This is an optimization exercise on Yosys and OpenROAD, whose aim is small area, a short achievable clock period and few clock cycles per item, not a production implementation.
Only simulation tests tie the RTL to the original design; equivalence was not proved.
Power is estimated from default activity; no workload was simulated.

==> flow/design.v (outline; a module is shown in full before it is edited, if it fits) <==
// module dsbs_sine_rom: 267 lines
// module dsbs_level_cs: 426 lines
// module dsbs_sine_cs: 517 lines
// module dsbs_acc_cs: 778 lines
// module dsbs_bank: 79 lines
// module damped_sine_bank_synth: 187 lines
module damped_sine_bank_synth (
    input  logic        aclk,
    input  logic        aresetn,
    input  logic        cfg_we,
    input  logic [3:0]  cfg_wdata,
    input  logic        s_tvalid,
    output logic        s_tready,
    input  logic [63:0] s_tdata,
    input  logic [0:0]  s_tuser,
    output logic        m_tvalid,
    input  logic        m_tready,
    output logic [23:0] m_tdata
);
  // ...
==> flow/run.sh <==
#!/bin/bash
# synth_recipe.tcl (not shown) runs the flow's synth.tcl, then flattens the netlist and writes it again
# the make line also repeats each setting of config.mk as NAME=value (left out here)
make -C /OpenROAD-flow-scripts/flow DESIGN_CONFIG=/design/flow/config.mk WORK_HOME=/design/flow/orfs CLKGATE_MAP_FILE= SYNTH_SCRIPT=/design/flow/synth_recipe.tcl finish
==> flow/config.mk <==
export PLATFORM = sky130hd
export DESIGN_NAME = damped_sine_bank_synth
export DESIGN_NICKNAME = damped_sine_bank_synth
export VERILOG_FILES = /design/flow/design.v
export SDC_FILE = /design/flow/constraint.sdc
export NUM_CORES = 4
export LEC_CHECK = 0
export ABC_AREA = 1
export CAP_MARGIN = 60
export CORE_MARGIN = 2
export CORE_UTILIZATION = 50
export SLEW_MARGIN = 60
export SYNTH_MEMORY_MAX_BITS = 32768
==> flow/constraint.sdc <==
create_clock -name core_clock -period 14.0 [get_ports {aclk}]
set_input_delay 2.8000 -clock core_clock [delete_from_list [all_inputs] [get_ports {aclk}]]
set_output_delay 2.8000 -clock core_clock [all_outputs]
set_load 0.01 [all_outputs]
==> metrics.md, run 1 <==
| Metric | Value |
|---|---|
| Post-CTS sizing | `0` |
| Multi-input combinational cell count | `roughly 13000` |
| Multi-input gate area | `0.0949 mm²` |
| Vias per cell | `between 5 and 6` |
| WP depth | `1` |
| P per Cell Area | `~260 mW/mm²` |
| Critical path class | `reg2out` |
| Type of the most critical hold path | `reg2reg` |
| CP endpoint kind | `primary output` |
| Non-clock inverters | `around 4800` |
| Crit path time final | `4.67 ns` |
| Total power | `around 45 mW` |
| Biggest regs | `g_lane.u_lane.h_pa: 155 flops, g_lane.u_lane.h_pb: 155 flops` |
| Worst Slack Setup Final | `between 9 and 10 ns` |
| Number of synthesized flops with an enable pin | `about 170` |
| Critical-path cell list | `clkdlybuf4s50_1` |
| Post-layout instance count excluding filler cells | `between 20000 and 25000` |
| Final Cell Area | `0.173 mm²` |
| H-tree depth | `4` |
| Hold EP | `g_lane[1].u_lane.m_step[1]` |
| Status | `no timing/DRC/antenna violations` |
| XOR/XNOR share of the synthesized area | `0.00844` |
| Drt first pass iters | `6` |
| P_seq | `about 11 mW` |
| Sequential element share of the synthesized area | `0.266` |
| Met3 WL | `51700 µm` |
| Dpl cell area | `0.165 mm²` |
| Area share of the largest cell type after synthesis | `0.280` |
| Ratio of cells with drive above 1 in the final layout | `0.0541` |
| DP Cell Count | `roughly 24000` |
| Sink Count | `~2000` |
| Tapcell count | `about 4200` |
| Fraction of registers with async set/reset | `0` |
| Sequential share of power | `0.245` |
| P_comb | `around 28 mW` |
| Count of input and output buffers | `between 90 and 100` |
| Final nets | `between 20000 and 25000` |
| Critical Path Slowest Stage Cell | `clkdlybuf4s50_1` |
| I/O Pins | `100` |
| Fraction of area in multi-input gates | `0.550` |
| NonClk Buf Share | `0.0232` |
| Slew Limit Fails | `0` |
| Post-CTS Repair Setup Buffers | `0` |
Testbench counts, summed over its fixed seeds: cycles 7,215, items 2,312.
==> inputs of run 2 (changes only) <==
--- a/flow/config.mk
+++ b/flow/config.mk
@@ -8,6 +8,6 @@
 export ABC_AREA = 1
-export CAP_MARGIN = 60
+export CAP_MARGIN = 80
 export CORE_MARGIN = 2
-export CORE_UTILIZATION = 50
-export SLEW_MARGIN = 60
+export CORE_UTILIZATION = 60
+export SLEW_MARGIN = 80
 export SYNTH_MEMORY_MAX_BITS = 32768
==> run 2 against run 1 <==
Clock power decreased by 5.2%. First-iteration DRC count increased by 13%. Power increased by 1.9%. Cell count decreased by 1.8%. Non-clock buffer count increased by 174. Clock-buffer cell count increased by 14. Die area decreased by 17%.
==> metrics.md, run 2 <==
| Metric | Value |
|---|---|
| Status | `no timing/DRC/antenna violations (unchanged)` |
| Clock latency (worst-skew pair) | `0.95 ns (about the same)` |
| Req. time, crit path | `11.20 ns (about the same)` |
| Via count | `132360 (was 129680)` |
| Yosys reg bits | `2030 (unchanged)` |
| Hold slack | `0.286 ns (was 0.276 ns)` |
| DP Cell Count | `23842 (was 24330)` |
| Synth top cells by count | `nand2_1, inv_1, fa_1 (unchanged)` |
| Sink Count | `2030 (unchanged)` |
| Post-CTS Repair Setup Buffers | `0 (unchanged)` |
| GR Overflow Total | `0 (unchanged)` |
| Fraction of registers with async set/reset | `0 (unchanged)` |
| Die span in x | `519 µm (was 568 µm)` |
| Final setup viols | `0 (unchanged)` |
| Root Buffer | `clkbuf_16 (unchanged)` |
| Worst Path Buf+Inv | `1 (unchanged)` |
| DR DRC count | `0 (unchanged)` |
| Worst R2R Setup Slack | `9.38 ns (was 9.34 ns)` |
| H-tree depth | `4 (unchanged)` |
| Post-DP HPWL | `390000 µm (was 409000 µm)` |
| Post-CTS sizing | `0 (unchanged)` |
| Pint | `22.2 mW (was 21.5 mW)` |
| Dpl cell area | `0.169 mm² (was 0.165 mm²)` |
| CP max FO | `1 (unchanged)` |
| TritonCTS buffer count | `218 (was 216)` |
| Hold_sp | `g_lane[2].u_lane.t_phase[15] (was g_lane[1].u_lane.t_step[1])` |
| Setup TNS | `0 ns (unchanged)` |
| Final Cell Area | `0.177 mm² (was 0.173 mm²)` |
| Die Height | `519 µm (was 568 µm)` |
| Vias per cell | `5.44 (was 5.24)` |
| Clk buf depth | `4 (unchanged)` |
| Largest net degree at the start of global routing | `40 (was 73)` |
| Combinational Power Share | `0.627 (was 0.618)` |
| Worst path arrival time | `1.82 ns (was 1.87 ns)` |
| Ratio of cells with drive above 1 in the final layout | `0.0812 (was 0.0541)` |
| Final Routed Wirelength | `521000 µm (was 547000 µm)` |
| Core ar. | `0.263 mm² (was 0.315 mm²)` |
| Commonest non-fill, non-tap cell in the layout | `nand2_1 (unchanged)` |
| GRT Util Overall | `0.388 (was 0.341)` |
| Routability cong. | `1.03 (was 1.01)` |
| Setup crit start kind | `register (unchanged)` |
| Initial Util | `0.605 (was 0.503)` |
| Drt first pass iters | `9 (was 6)` |
| Largest area contributor in the netlist | `fa_1 (unchanged)` |
| Post-layout instance count excluding filler cells | `24316 (was 24765)` |
| Synthesis-to-finish area growth | `11.3% (was 8.65%)` |
| Sw frac | `0.514 (was 0.520)` |
| Sequential share of power | `0.245 (about the same)` |
| Type of the most critical hold path | `reg2reg (unchanged)` |
| Pleak | `96.7 nW (was 95.1 nW)` |
| Top cell family by delay on the critical path | `buffers and inverters (unchanged)` |
| CP endpoint kind | `primary output (unchanged)` |
| Count of input and output buffers | `91 (unchanged)` |
| Initial antenna violation count | `41 (was 40)` |
| Endpoints failing hold | `0 (unchanged)` |
| Net Switching | `23.5 mW (was 23.3 mW)` |
| Number of distinct library cells after synthesis | `67 (unchanged)` |
| Area share of the largest cell type after synthesis | `0.280 (unchanged)` |
| Mapped Avg Cell Area | `7.71 µm² (unchanged)` |
| I/O Pins | `100 (unchanged)` |
| Vias in the first global route | `132584 (was 130675)` |
| Maximum VDD drop | `0.000449 V (was 0.000348 V)` |
| Max-cap violations | `0 (unchanged)` |
| Iter 0 DRT Violations | `14252 (was 12589)` |
| Post-Syn Area | `0.159 mm² (unchanged)` |
| Clock-pin slew on the worst setup and hold paths | `0.06 ns (about the same)` |
| Gate Count Post-Synth | `20611 (unchanged)` |
| Critical-path cell list | `clkdlybuf4s50_1 (unchanged)` |
| DIE AREA | `0.269 mm² (was 0.322 mm²)` |
| First-pass GRT wire length | `793000 µm (was 824000 µm)` |
| Routed len/inst | `21.4 µm (was 22.1 µm)` |
| Slew Limit Fails | `0 (unchanged)` |
| P per Cell Area | `258 mW/mm² (was 260 mW/mm²)` |
| Critical path class | `reg2out (unchanged)` |
| Hold EP | `g_lane[2].u_lane.m_phase[15] (was g_lane[1].u_lane.m_step[1])` |
| # hold bufs at CTS | `0 (unchanged)` |
| Final nets | `23399 (was 23223)` |
| RR Endpoint | `g_lane[0].u_lane.m_cin (unchanged)` |
| Setup Skew | `0.163 ns (was 0.115 ns)` |
| Most frequent cells in the layout | `nand2_1, inv_1, fa_1 (unchanged)` |
| Most frequent cell after synthesis | `nand2_1 (unchanged)` |
| Core Rows | `188 (was 206)` |
| Sequential element share of the synthesized area | `0.266 (unchanged)` |
| Total power | `45.7 mW (was 44.9 mW)` |
| Hold Path Cell Cnt | `0 (unchanged)` |
| Synth area leaders | `fa_1, dfxtp_1, nand2_1 (unchanged)` |
| YS warnings | `17 (unchanged)` |
| F_max | `216 MHz (was 214 MHz)` |
| Top FF cell, synth | `dfxtp_1 (unchanged)` |
| Fin crit share | `0.330 (was 0.334)` |
| Crit path time final | `4.62 ns (was 4.67 ns)` |
| R2r startpoint | `g_lane[0].u_lane.t_level[8] (was g_lane[0].u_lane.t_decay[5])` |
| Critical Path Slowest Stage Cell | `clkdlybuf4s50_1 (unchanged)` |
| Biggest regs | `g_lane.u_lane.h_pa: 155 flops, g_lane.u_lane.h_pb: 155 flops (unchanged)` |
| Post-route ant nets | `0 (unchanged)` |
| Clock share of power | `0.128 (was 0.137)` |
| CTS tree | `built (unchanged)` |
| Reg2reg path depth | `15 (was 14)` |
| RSZ-0062 raised after global routing | `false (unchanged)` |
| Crit-path max cell delay | `0.56 ns (was 0.57 ns)` |
| Number of synthesized flops with an enable pin | `168 (unchanged)` |
[run 2: cell counts after synthesis]
No cell type changed its count.
[run 2: per-layer routing]
| metal | global-route usage | routed length (µm) | share of wire |
|---|---|---|---|
| met4 | 0.201 | 31100 | 0.060 |
| met2 | 0.586 | 227000 | 0.44 |
| met3 | 0.102 | 60800 | 0.12 |
| met5 | 0.00124 | 302 | 0.00058 |
| met1 | 0.515 | 202000 | 0.39 |
[run 2: kinds of logic (layout without fill, tap and decap cells)]
| group | after synthesis | count (layout) | share of synthesized area |
|---|---|---|---|
| fa+ha+maj | 2756 | 2756 | 0.322 |
| mux | 23 | 23 | 0.00145 |
| xor+xnor | 153 | 153 | 0.00844 |
| other cells | 1 | 60 | 0.0000236 |
| simple gates | 8447 | 8447 | 0.212 |
| compound gates | 1456 | 1456 | 0.0516 |
| flops | 2030 | 2030 | 0.266 |
| buf+inv | 5745 | 5876 | 0.138 |
[run 2: how the worst max path moves through the flow]
stage                                      from                     end  slack (ns)  depth (start not counted)
floorplan                               ppos[0]           q_decay[0][0]        6.97                         14
global placement                     s_tdata[1]            q_lane[0][4]        8.96                         13
detailed placement                   s_tdata[1]            q_lane[0][4]        8.93                         13
CTS                                      hd[18]             m_tdata[18]        9.33                          1
global route        g_lane[0].u_lane.t_level[8]  g_lane[0].u_lane.m_cin        9.25                         15
finish                                   hd[18]             m_tdata[18]        9.38                          1
[run 2: final cells by class]
type                    count  area, µm²
well taps                3515       4400
clock buffers             295       6040
flip-flops and latches   2030      43000
fillers                 22187      85900
multi-input cells       12839      96800
diodes                     56        140
clock inverters           101       1150
repair buffers            643       6970
inverters                4837      18400
[run 2: metrics by stage]
| stage | setup WS [ns] | utilization |
|---|---|---|
| after global routing | 9.25 | 0.673 |
| after floorplan | 6.97 | - |
| final | 9.38 | 0.673 |
| after global placement | 8.96 | 0.619 |
| after CTS | 9.33 | 0.670 |
| after detailed placement | 8.93 | 0.643 |
[run 2: power by group through the flow]
| stage | logic (mW) | registers [mW] | clock network [mW] |
|---|---|---|---|
| 2_1_floorplan | 17.9 | 9.63 | 0 |
| 3_3_place_gp | 25.9 | 11.2 | 0 |
| 3_5_place_dp | 27.9 | 11.2 | 0 |
| 4_1_cts | 28.0 | 11.1 | 5.91 |
| 5_1_grt | 31.8 | 11.4 | 6.13 |
| 6_report | 28.7 | 11.2 | 5.84 |
==> inputs of run 3 (changes only) <==
--- a/flow/config.mk
+++ b/flow/config.mk
@@ -8,6 +8,8 @@
 export ABC_AREA = 1
-export CAP_MARGIN = 80
+export CAP_MARGIN = 60
 export CORE_MARGIN = 2
-export CORE_UTILIZATION = 60
-export SLEW_MARGIN = 80
+export CORE_UTILIZATION = 50
+export CTS_CLUSTER_DIAMETER = 100
+export CTS_CLUSTER_SIZE = 30
+export SLEW_MARGIN = 60
 export SYNTH_MEMORY_MAX_BITS = 32768
==> run 3 against run 2 <==
Die area increased by 20%. Critical endpoint is now g_lane[0].u_lane.m_cin. Cell area decreased by 4.9%. Sequential power hardly changed. Critical path depth increased by 13. First-iteration DRC count is 12% lower. Wire length up 4.2%. Power down 7.6%. Utilization shrank 14 points. Cell count increased by 0.85%. Sequential share of layout area rose by 0.98 points. Fmax shrank 0.92%. Clock-buffer cell count fell by 188.
==> metrics.md, run 3 <==
| Metric | Value |
|---|---|
| RR Endpoint | `g_lane[0].u_lane.m_cin (unchanged)` |
| Post-Syn Area | `0.159 mm² (unchanged)` |
| Slew HR | `0.547` |
| Crit path time final | `4.66 ns (was 4.62 ns)` |
| Vias per cell | `5.24 (was 5.44)` |
| Type of the most critical hold path | `reg2reg (unchanged)` |
| DR WL met2 | `238000 µm (was 227000 µm)` |
| Hold slack | `0.239 ns (was 0.286 ns)` |
| Ratio of cells with drive above 1 in the final layout | `0.0433 (was 0.0812)` |
| Iter 0 DRT Violations | `12483 (was 14252)` |
| DR DRC count | `0 (unchanged)` |
| Slew Limit Fails | `0 (unchanged)` |
| Core ar. | `0.315 mm² (was 0.263 mm²)` |
| Max layer used | `met5 (unchanged)` |
| Worst-Margin Slew | `0.677 ns` |
| Setup Skew | `0.117 ns (was 0.163 ns)` |
| Worst path arrival time | `5.39 ns (was 1.82 ns)` |
| Setup crit start kind | `register (unchanged)` |
| Max-cap violations | `0 (unchanged)` |
| Yosys reg bits | `2030 (unchanged)` |
| Clock-pin slew on the worst setup and hold paths | `0.11 ns (was 0.06 ns)` |
| Critical path class | `reg2reg (was reg2out)` |
| Initial Util | `0.503 (was 0.605)` |
| Fraction of registers with async set/reset | `0 (unchanged)` |
| Number of distinct library cells after synthesis | `67 (unchanged)` |
| Core Rows | `206 (was 188)` |
| # hold bufs at CTS | `0 (unchanged)` |
| Sink Count | `2030 (unchanged)` |
| Setup TNS | `0 ns (unchanged)` |
| CP max FO | `16 (was 1)` |
| TritonCTS buffer count | `95 (was 218)` |
| Number of synthesized flops with an enable pin | `168 (unchanged)` |
| GR Overflow Total | `0 (unchanged)` |
| Status | `no timing/DRC/antenna violations (unchanged)` |
| Final nets | `23102 (was 23399)` |
| Clk buf depth | `3 (was 4)` |
| Drt first pass iters | `8 (was 9)` |
| Hold EP | `g_lane[4].u_lane.m_step[18] (was g_lane[2].u_lane.m_phase[15])` |
| Via count | `128581 (was 132360)` |
| Area share of the largest cell type after synthesis | `0.280 (unchanged)` |
| GRT Util Overall | `0.338 (was 0.388)` |
| Hold Path Cell Cnt | `0 (unchanged)` |
| Clock latency (worst-skew pair) | `0.85 ns (was 0.95 ns)` |
| CP endpoint kind | `register (was primary output)` |
| Die Height | `568 µm (was 519 µm)` |
| Post-route ant nets | `0 (unchanged)` |
| Worst Slack Setup Final | `9.34 ns (was 9.38 ns)` |
| Vias in the first global route | `129177 (was 132584)` |
| Largest area contributor in the netlist | `fa_1 (unchanged)` |
| R2r startpoint | `g_lane[0].u_lane.t_decay[5] (was g_lane[0].u_lane.t_level[8])` |
| CTS tree | `built (unchanged)` |
| Synth top cells by count | `nand2_1, inv_1, fa_1 (unchanged)` |
| Most frequent cell after synthesis | `nand2_1 (unchanged)` |
| Endpoints failing hold | `0 (unchanged)` |
| Routability cong. | `1.01 (was 1.03)` |
| RSZ-0062 raised after global routing | `false (unchanged)` |
| Largest net degree at the start of global routing | `73 (was 40)` |
| Biggest regs | `g_lane.u_lane.h_pa: 155 flops, g_lane.u_lane.h_pb: 155 flops (unchanged)` |
| H-tree depth | `3 (was 4)` |
| Top FF cell, synth | `dfxtp_1 (unchanged)` |
| Root Buffer | `clkbuf_16 (unchanged)` |
| Commonest non-fill, non-tap cell in the layout | `nand2_1 (unchanged)` |
| Sequential element share of the synthesized area | `0.266 (unchanged)` |
| M1 wire length | `230000 µm (was 202000 µm)` |
| F_max | `214 MHz (was 216 MHz)` |
| Post-CTS sizing | `0 (unchanged)` |
| Count of input and output buffers | `91 (unchanged)` |
| Final setup viols | `0 (unchanged)` |
| Hold_sp | `g_lane[4].u_lane.t_step[18] (was g_lane[2].u_lane.t_phase[15])` |
| YS warnings | `17 (unchanged)` |
| Initial antenna violation count | `39 (was 41)` |
| DIE AREA | `0.322 mm² (was 0.269 mm²)` |
| P per Cell Area | `251 mW/mm² (was 258 mW/mm²)` |
| Post-CTS Repair Setup Buffers | `0 (unchanged)` |
| Fin crit share | `0.333 (was 0.330)` |
| Most frequent cells in the layout | `nand2_1, inv_1, fa_1 (unchanged)` |
| Die span in x | `568 µm (was 519 µm)` |
| Post-DP HPWL | `409000 µm (was 390000 µm)` |
| Routed len/inst | `22.1 µm (was 21.4 µm)` |
| Met3 WL | `50200 µm (was 60800 µm)` |
| First-pass GRT wire length | `818000 µm (was 793000 µm)` |
| Pleak | `92.9 nW (was 96.7 nW)` |
| Final Routed Wirelength | `542000 µm (was 521000 µm)` |
| Mapped Avg Cell Area | `7.71 µm² (unchanged)` |
| Worst R2R Setup Slack | `9.34 ns (was 9.38 ns)` |
| Pre-CTS setup slack | `8.89 ns (was 8.93 ns)` |
| Req. time, crit path | `14.72 ns (was 11.20 ns)` |
| Synthesis-to-finish area growth | `5.90% (was 11.3%)` |
| Gate Count Post-Synth | `20611 (unchanged)` |
| I/O Pins | `100 (unchanged)` |
| Synth area leaders | `fa_1, dfxtp_1, nand2_1 (unchanged)` |
| Fillcell total | `30758 (was 22187)` |
| Reg2reg path depth | `14 (was 15)` |
| Maximum VDD drop | `0.000340 V (was 0.000449 V)` |
==> run 3: cell counts after synthesis <==
Identical to the previous run, type by type.
==> run 3: cell type report <==
class,instances,area (µm²),area share
Antenna cell,32,80.1,0.000476
Clock buffer,107,2460,0.0146
Tap cell,4160,5200,0.0309
Clock inverter,48,850,0.00505
Sequential cell,2030,42500,0.253
Inverter,4837,18200,0.108
Timing Repair Buffer,469,4010,0.0238
Multi-Input combinational cell,12839,94900,0.564
==> run 3: cell families after synthesis <==
kind of cell	share of synthesized area
buf+inv	0.138
compound gates	0.0516
other cells	0.0000236
xor+xnor	0.00844
fa+ha+maj	0.322
simple gates	0.212
flops	0.266
mux	0.00145
==> run 3: worst max path at each step <==
stage / start / to
floorplan: ppos[0] / q_decay[0][0]
finish: g_lane[0].u_lane.t_decay[5] / g_lane[0].u_lane.m_cin
global placement: s_tdata[1] / q_lane[0][2]
CTS: hd[18] / m_tdata[18]
detailed placement: s_tdata[1] / q_lane[0][2]
global route: g_lane[0].u_lane.t_decay[5] / g_lane[0].u_lane.m_cin
==> run 3: worst max-delay path, cell delays in order, from the launching register on <==
cell,delay [ns]
dfxtp_2,0.65
nand2_1,0.15
fa_1,0.55
inv_1,0.06
fa_1,0.47
inv_1,0.11
fa_1,0.42
fa_1,0.52
fa_1,0.54
inv_1,0.04
ha_1,0.30
ha_1,0.32
a21oi_1,0.13
o21ai_0,0.08
o21bai_1,0.20
==> run 3: metrics by stage <==
stage,utilization,total power [mW],cell area (µm²),std cells
3_3_place_gp,0.519,37.8,164000,24282
5_1_grt,0.533,46.1,168000,24491
4_1_cts,0.533,42.0,168000,24485
2_1_floorplan,-,27.5,159000,20614
3_5_place_dp,0.522,38.3,165000,24330
6_report,0.533,42.2,168000,24522
==> run 3: power breakdown <==
part | total (mW) | leakage, nW | switching (mW) | internal (mW)
combinational | 27.7 | 74.3 | 18.5 | 9.17
clock | 3.55 | 1.58 | 2.16 | 1.39
sequential | 10.9 | 17.1 | 2.21 | 8.74
total | 42.2 | 92.9 | 22.9 | 19.3
==> run 3: per-layer routing <==
metal | up-vias | global-route usage
li1 | 59434 | -
met1 | 62581 | 0.467
met2 | 5567 | 0.519
met3 | 993 | 0.0686
met4 | 6 | 0.140
met5 | - | 0

## afterwards: timing with drivers on the ports
The flow's constraints put no driver on any port. The routed layouts listed below were extracted and timed again, unchanged, in two steps.
Step 1: set_driving_cell puts a clkbuf_16 on aclk and a buf_2 on each other input, an assumption about the parent block.
Step 2 also shifts input and output timing later by t, the mid clock arrival at the registers, as if the neighbouring blocks saw the same clock.
a / b / c = ideal / step 1 / step 2; a / b = the first two.
run	shift t [ns]	setup slack, ns	worst setup path after step 2
run 1	1.002	9.330 / 9.219 / 8.901	input to register
run 2	0.993	9.378 / 9.261 / 8.966	input to register
run 3	0.907	9.335 / 9.235 / 8.963	input to register
After both steps every run listed still meets setup and hold. For run 1, which loses most, drivers alone change the setup slack by -0.111 ns; drivers and shift together by -0.429 ns.
